This is an optimization exercise on Yosys and OpenROAD, whose aim is small area, a short achievable clock period and few clock cycles, not a production implementation.
Only simulation tests tie the RTL to the original design; equivalence was not proved.
Power figures rest on the tool's default switching activity, not on a simulated workload.

==> flow/design.v <==
package cdq_pkg;
    localparam int WORD_W   = 32;
    localparam int KIND_W   = 3;
    localparam int STATUS_W = 2;
    localparam logic [KIND_W-1:0] KIND_PUSH_FRONT = 3'd0;
    localparam logic [KIND_W-1:0] KIND_PUSH_BACK  = 3'd1;
    localparam logic [KIND_W-1:0] KIND_POP_FRONT  = 3'd2;
    localparam logic [KIND_W-1:0] KIND_POP_BACK   = 3'd3;
    localparam logic [KIND_W-1:0] KIND_READ_ALL   = 3'd4;
    localparam logic [STATUS_W-1:0] STATUS_OK    = 2'd0;
    localparam logic [STATUS_W-1:0] STATUS_EMPTY = 2'd1;
    localparam logic [STATUS_W-1:0] STATUS_FULL  = 2'd2;
    typedef enum logic [2:0] {
        OP_PUSH_FRONT,
        OP_PUSH_BACK,
        OP_POP_FRONT,
        OP_POP_BACK,
        OP_READ_ALL
    } op_t;
    typedef struct packed {
        op_t                      op;
        logic signed [WORD_W-1:0] value;
    } cmd_t;
    typedef struct packed {
        logic full;
        logic empty;
    } q_status_t;
    typedef enum logic [1:0] {
        ST_IDLE,
        ST_READ,
        ST_DUMP
    } state_t;
endpackage
module circular_list_deque_unit #(
    parameter int CAPACITY = 32
) (
    input  logic                                    clk,
    input  logic                                    rst_n,
    input  logic                                    req_valid,
    output logic                                    req_stall,
    input  logic [cdq_pkg::KIND_W-1:0]              kind,
    input  logic signed [cdq_pkg::WORD_W-1:0]       value,
    output logic                                    rsp_valid,
    input  logic                                    rsp_stall,
    output logic signed [cdq_pkg::WORD_W-1:0]       item,
    output logic [cdq_pkg::STATUS_W-1:0]            status,
    output logic                                    last
);
    localparam int PW = $clog2(CAPACITY);
    localparam int CW = $clog2(CAPACITY + 1);
    localparam int WW = cdq_pkg::WORD_W;
    logic [WW-1:0] mem [0:CAPACITY-1];
    logic          h_valid, s_valid;
    logic [2:0]    h_kind, s_kind;
    logic [WW-1:0] h_value, s_value;
    logic [PW-1:0] f_ptr, b_ptr, r_ptr;
    logic [CW-1:0] count;
    logic          dumping;
    logic          r_valid, r_mem, r_last;
    logic [1:0]    r_status;
    logic [PW-1:0] ra;
    logic          o_valid, o_last;
    logic [1:0]    o_status;
    logic [WW-1:0] o_item;
    logic o_free, r_free, go;
    logic empty, full;
    logic is_pf, is_pb, is_popf, is_popb, is_rd;
    logic [PW-1:0] dump_addr;
    logic dump_last, h_done, h_take;
    logic acc, in_ok;
    logic we;
    logic [PW-1:0] wa;
    assign o_free = !o_valid || !rsp_stall;
    assign r_free = !r_valid || o_free;
    assign go     = h_valid && r_free;
    assign empty = (count == '0);
    assign full  = count[CW-1];
    assign is_pf   = (h_kind == cdq_pkg::KIND_PUSH_FRONT);
    assign is_pb   = (h_kind == cdq_pkg::KIND_PUSH_BACK);
    assign is_popf = (h_kind == cdq_pkg::KIND_POP_FRONT);
    assign is_popb = (h_kind == cdq_pkg::KIND_POP_BACK);
    assign is_rd   = h_kind[2];
    assign dump_addr = dumping ? r_ptr : f_ptr;
    assign dump_last = (dump_addr == b_ptr);
    assign h_done    = !is_rd || empty || dump_last;
    assign h_take    = go && h_done;
    assign req_stall = s_valid;
    assign acc       = req_valid && !s_valid;
    assign in_ok     = acc && (kind <= cdq_pkg::KIND_READ_ALL);
    always_ff @(posedge clk or negedge rst_n)
    begin
        if (!rst_n)
        begin
            h_valid <= 1'b0;
            s_valid <= 1'b0;
        end
        else if (h_take || !h_valid)
        begin
            h_valid <= s_valid || in_ok;
            s_valid <= 1'b0;
        end
        else if (in_ok)
        begin
            s_valid <= 1'b1;
        end
    end
    always_ff @(posedge clk)
    begin
        if (h_take || !h_valid)
        begin
            h_kind  <= s_valid ? s_kind : kind;
            h_value <= s_valid ? s_value : value;
        end
        if (!s_valid)
        begin
            s_kind  <= kind;
            s_value <= value;
        end
    end
    assign we = go && (is_pf || is_pb) && !full;
    assign wa = is_pf ? f_ptr - PW'(1) : b_ptr + PW'(1);
    always_ff @(posedge clk or negedge rst_n)
    begin
        if (!rst_n)
        begin
            f_ptr   <= '0;
            b_ptr   <= PW'(CAPACITY - 1);
            count   <= '0;
            dumping <= 1'b0;
        end
        else if (go)
        begin
            if (is_pf && !full)
            begin
                f_ptr <= f_ptr - PW'(1);
                count <= count + CW'(1);
            end
            if (is_pb && !full)
            begin
                b_ptr <= b_ptr + PW'(1);
                count <= count + CW'(1);
            end
            if (is_popf && !empty)
            begin
                f_ptr <= f_ptr + PW'(1);
                count <= count - CW'(1);
            end
            if (is_popb && !empty)
            begin
                b_ptr <= b_ptr - PW'(1);
                count <= count - CW'(1);
            end
            if (is_rd && !empty)
            begin
                dumping <= !dump_last;
            end
        end
    end
    always_ff @(posedge clk)
    begin
        if (go && is_rd)
        begin
            r_ptr <= dump_addr + PW'(1);
        end
    end
    always_ff @(posedge clk)
    begin
        if (we)
        begin
            mem[wa] <= h_value;
        end
    end
    always_ff @(posedge clk or negedge rst_n)
    begin
        if (!rst_n)
        begin
            r_valid <= 1'b0;
        end
        else if (r_free)
        begin
            r_valid <= go;
        end
    end
    always_ff @(posedge clk)
    begin
        if (go)
        begin
            ra       <= is_popb ? b_ptr : dump_addr;
            r_mem    <= !empty && !(is_pf || is_pb);
            r_last   <= !is_rd || empty || dump_last;
            r_status <= (is_pf || is_pb) ? (full ? cdq_pkg::STATUS_FULL : cdq_pkg::STATUS_OK)
                                         : (empty ? cdq_pkg::STATUS_EMPTY : cdq_pkg::STATUS_OK);
        end
    end
    always_ff @(posedge clk or negedge rst_n)
    begin
        if (!rst_n)
        begin
            o_valid <= 1'b0;
        end
        else if (o_free)
        begin
            o_valid <= r_valid;
        end
    end
    always_ff @(posedge clk)
    begin
        if (o_free)
        begin
            o_item   <= r_mem ? mem[ra] : '0;
            o_status <= r_status;
            o_last   <= r_last;
        end
    end
    assign rsp_valid = o_valid;
    assign item      = o_item;
    assign status    = o_status;
    assign last      = o_last;
endmodule
==> flow/run.sh <==
#!/bin/bash
# synth_recipe.tcl (not shown) runs the flow's synth.tcl, then flattens the netlist and writes it again
# the make line also repeats each setting of config.mk as NAME=value (left out here)
make -C /OpenROAD-flow-scripts/flow DESIGN_CONFIG=/design/flow/config.mk WORK_HOME=/design/flow/orfs CLKGATE_MAP_FILE= SYNTH_SCRIPT=/design/flow/synth_recipe.tcl finish
==> flow/config.mk <==
export PLATFORM = sky130hd
export DESIGN_NAME = circular_list_deque_unit
export DESIGN_NICKNAME = circular_list_deque_unit
export VERILOG_FILES = /design/flow/design.v
export SDC_FILE = /design/flow/constraint.sdc
export NUM_CORES = 4
export LEC_CHECK = 0
export CAP_MARGIN = 20
export CORE_MARGIN = 2
export CORE_UTILIZATION = 40
export SLEW_MARGIN = 20
==> flow/constraint.sdc <==
create_clock -name core_clock -period 4.5 [get_ports {clk}]
set_input_delay 0.9000 -clock core_clock [delete_from_list [all_inputs] [get_ports {clk}]]
set_output_delay 0.9000 -clock core_clock [all_outputs]
set_load 0.01 [all_outputs]
==> notes.md <==
report_power, final:
group | switching [mW] | internal (mW)
clock | 4.06 | 5.62
sequential | 0.498 | 14.5
combinational | 7.31 | 4.26
total | 11.9 | 24.4
cell families (layout without fill, tap and decap cells):
kind of cell    count (synthesis)  count (layout)  share of synthesized area, %
other cells                     0               1                             0
buf+inv                       121             420                          1.37
mux                           362             362                          16.4
xor+xnor                       30              30                         0.594
compound gates                106             106                          1.81
simple gates                  146             146                          1.60
flops                        1164            1164                          78.0
fa+ha+maj                       8               8                         0.226
worst max-delay path, cell delays in order, from the launching register on:
cell	delay (ns)
dfrtp_1	0.48
inv_1	0.16
ha_1	0.26
xor2_1	0.18
nor2_1	0.06
a211oi_1	0.55
nand2_1	0.46
nor2_4	0.52
buf_4	0.27
layout make-up:
class                      instances  area share, %
antenna                            1        0.00484
clock buffer                     141           5.97
clock inverter                    79           1.47
inverter                          20          0.145
multi-input combinational        652           18.3
sequential                      1164           66.8
tap                             1488           3.60
timing repair buffer             180           3.75
metal layers:
metal,global-route usage (%),vias to the layer above,share of wire (%)
met5,0,-,0
met2,31.4,810,50
met3,2.86,160,6.2
met4,6.92,0,3.8
li1,-,8594,-
met1,26.0,11071,40
state kept, by name, summed over array words and instances (netlist names), 5 cells and up:
signal and count:
s_value 32, h_value 32, r_ptr 5, count 6, b_ptr 5, mem 1024
f_ptr 5, o_item 32, ra 5
per-stage QoR:
stage	total power, mW	util, %
6_report	36.2	46.9
3_3_place_gp	26.8	43.4
2_1_floorplan	21.7	-
4_1_cts	36.7	46.9
3_5_place_dp	27.0	43.4
5_1_grt	37.5	46.9
Yosys cell counts, drive strengths merged (2+ instances only):
master	count
dfstp	5
xor2	12
mux2	36
clkbuf	43
o21ai	6
dfrtp	16
ha	8
nor3	10
xnor2	18
a31oi	6
nor2	52
nand3b	2
edfxtp	1108
o221ai	32
inv	20
a211oi	26
nand3	15
dfxtp	35
nand2	21
buf	58
nor2b	25
or3	4
nand4	4
a21oi	14
and2	4
nand2b	3
a221oi	8
o31ai	4
mux4	288
mux2i	38
and3	2
final timing paths:
path	cells past startpoint	endpoint	startpoint
worst max register to register	8	mem[12][28]	f_ptr[0]
max in group asynchronous	1	s_valid	rst_n
worst min-delay path	1	count[2]	rst_n
min in group core_clock	0	o_status[1]	r_status[1]
worst min register to register	0	o_status[1]	r_status[1]
worst max-delay path	8	mem[12][28]	f_ptr[0]
==> impl_metrics.sql <==
INSERT INTO impl_metrics (metric_group, metric, value, unit) VALUES
('clocking', 'postCtsHoldBufs', '0', ''),
('grt', 'globalRoute.totalOverflow', '0', ''),
('yosys', 'yosys_register_bits', '1164', ''),
('routing', 'route.detailed.wl_per_inst', '28.9', 'microns'),
('worst_setup_path', 'critical_path_class', 'flop to flop', ''),
('cells_and_area', 'area_of_the_multi_input_gates', '0.00943', 'sq mm'),
('placement', 'post-dp-hpwl', '64.9', 'mm'),
('cells_and_area', 'post_route_cells_drive_above_1_share', '29.1', '%'),
('yosys', 'part_of_the_yosys_area_used_for_sequential_elements', '78.0', '%'),
('yosys', 'ys_async_sr_fraction', '1.80', '%'),
('yosys', 'cell_taking_the_most_area_after_synthesis', 'edfxtp_1', ''),
('die', 'die_area', '0.113', 'sq mm'),
('yosys', 'post_synth_edffs', '1108', ''),
('cells_and_area', 'instances_no_fill', '3725', ''),
('routing', 'antenna_violating_nets_post_route', '0', ''),
('yosys', 'yosys-top-cells-area', 'edfxtp_1 75%, mux4_2 15%, dfxtp_1 1.6%', ''),
('clocking', 'number_of_sinks_driven_by_the_clock_tree', '1164', ''),
('clocking', 'clk-insertion-delay-late', '0.69', 'ns'),
('routing', 'drt-vias-per-instance', '5.54', ''),
('die', 'die-width', '337', 'microns'),
('clocking', 'cts-root-buf', 'clkbuf_16', ''),
('timing', 'postLayoutSetupSlackWorst', '1.22', 'ns'),
('cells_and_area', 'final-seq-area', '0.0345', 'sq mm'),
('yosys', 'synth_top_area_share', '75.2', '%'),
('yosys', 'mappedNetlistNets', '1984', ''),
('placement', 'preCtsSetupSlack', '0.632', 'ns'),
('worst_setup_path', 'critPathMaxFanout', '14', ''),
('timing', 'timing.final.crit_share', '72.8', '%'),
('grt', 'wire_length_of_the_first_global_routing_pass', '153', 'mm'),
('placement', 'placer_congestion_estimate', '0.833', ''),
('worst_setup_path', 'ff2ff_setup_slack', '1.22', 'ns'),
('grt', 'initial_antenna_violation_count', '8', ''),
('timing', 'fmaxAchievable', '305', 'MHz'),
('timing', 'timing_max_transition_violations_final', '0', ''),
('clocking', 'cts-resized-gates', '0', ''),
('worst_setup_path', 'critPathLaunchType', 'flop', ''),
('cells_and_area', 'area_growth', '16.7', '%'),
('routing', 'vias', '20635', ''),
('placement', 'dpl-instance-area', '0.0478', 'sq mm'),
('pwr', 'power.density_cell_area', '701', 'mW/mm^2'),
('die', 'placeableCoreArea', '0.110', 'sq mm'),
('worst_setup_path', 'cp_data_arrival_time', '3.66', 'ns'),
('timing', 'min_period', '3.28', 'ns'),
('cells_and_area', 'most-common-layout-cells', '1108 x edfxtp_1, 288 x mux4_2, 120 x clkbuf_16, 74 x clkdlybuf4s50_1, 73 x buf_4', ''),
('yosys', 'synth_flop_cell', 'edfxtp_1', ''),
('routing', 'firstDrtPassIters', '5', ''),
('yosys', 'post_synth_num_cell_types', '50', ''),
('yosys', 'synth_area_per_cell', '22.8', 'sq um'),
('cells_and_area', 'fillCellCount', '9039', ''),
('cells_and_area', 'area_of_all_placed_cells_without_fillers', '0.0516', 'sq mm'),
('timing', 'setup_tns', '0', 'ns'),
('grt', 'grt.total_usage', '19.1', '%'),
('timing', 'tightestPinTransition', '1.22', 'ns'),
('pwr', 'power.leakage', '16.3', 'nW'),
('worst_setup_path', 'crit_required', '4.88', 'ns'),
('routing', 'drtIter0Drc', '2501', ''),
('clocking', 'cts_post_setup_buffers_inserted', '0', ''),
('grt', 'grt_max_degree', '80', ''),
('cells_and_area', 'layout_commonest_cell', 'edfxtp_1', ''),
('die', 'fp-row-count', '122', ''),
('yosys', 'post_synth_inst_count', '1937', ''),
('pwr', 'vdd.ir_drop.worst', '0.574', 'mV'),
('clocking', 'numCtsBuffers', '117', ''),
('routing', 'post-route-drc-count', '0', ''),
('routing', 'wirelength', '108', 'mm'),
('status', 'outcome', 'no timing/DRC/antenna violations', ''),
('cells_and_area', 'layout.nets', '2182', ''),
('die', 'boundaryPins', '76', ''),
('clocking', 'clk_pin_slew_worst_paths', '0.07', 'ns'),
('timing', 'setup_viol', '0', ''),
('yosys', 'synth-warning-count', '1', '');
Testbench counts, summed over its fixed seeds: cycles 8,149.

[what the ideal ports hide]
How much do the figures lean on ideal ports? The routed layout below was timed once more, with nothing changed but the port constraints. Step 1 (the two cells are an assumption about what drives the block):
set clk [get_ports {clk}]
set_driving_cell -lib_cell sky130_fd_sc_hd__clkbuf_16 $clk
set_driving_cell -lib_cell sky130_fd_sc_hd__buf_2 [delete_from_list [all_inputs] $clk]
Step 2 times the ports against the registers' clock, not the clock port: input delays grow and output delays shrink by t, the midpoint of the rising clock arrivals with the driver on. a / b / c = ideal ports / drivers / drivers and shift; a / b = the first two.
t, ns: 0.752
setup WS [ns]: 1.222 / 1.222 / 0.645
worst hold slack (ns): 0.186 / 0.137 / 0.443
worst setup path at the end: input to register
slew at the worst register clock pin (ns): 0.07 / 0.07
After both steps this run still meets setup and hold. The setup slack of this run moves by 0.000 ns with the drivers and by -0.577 ns with both steps.
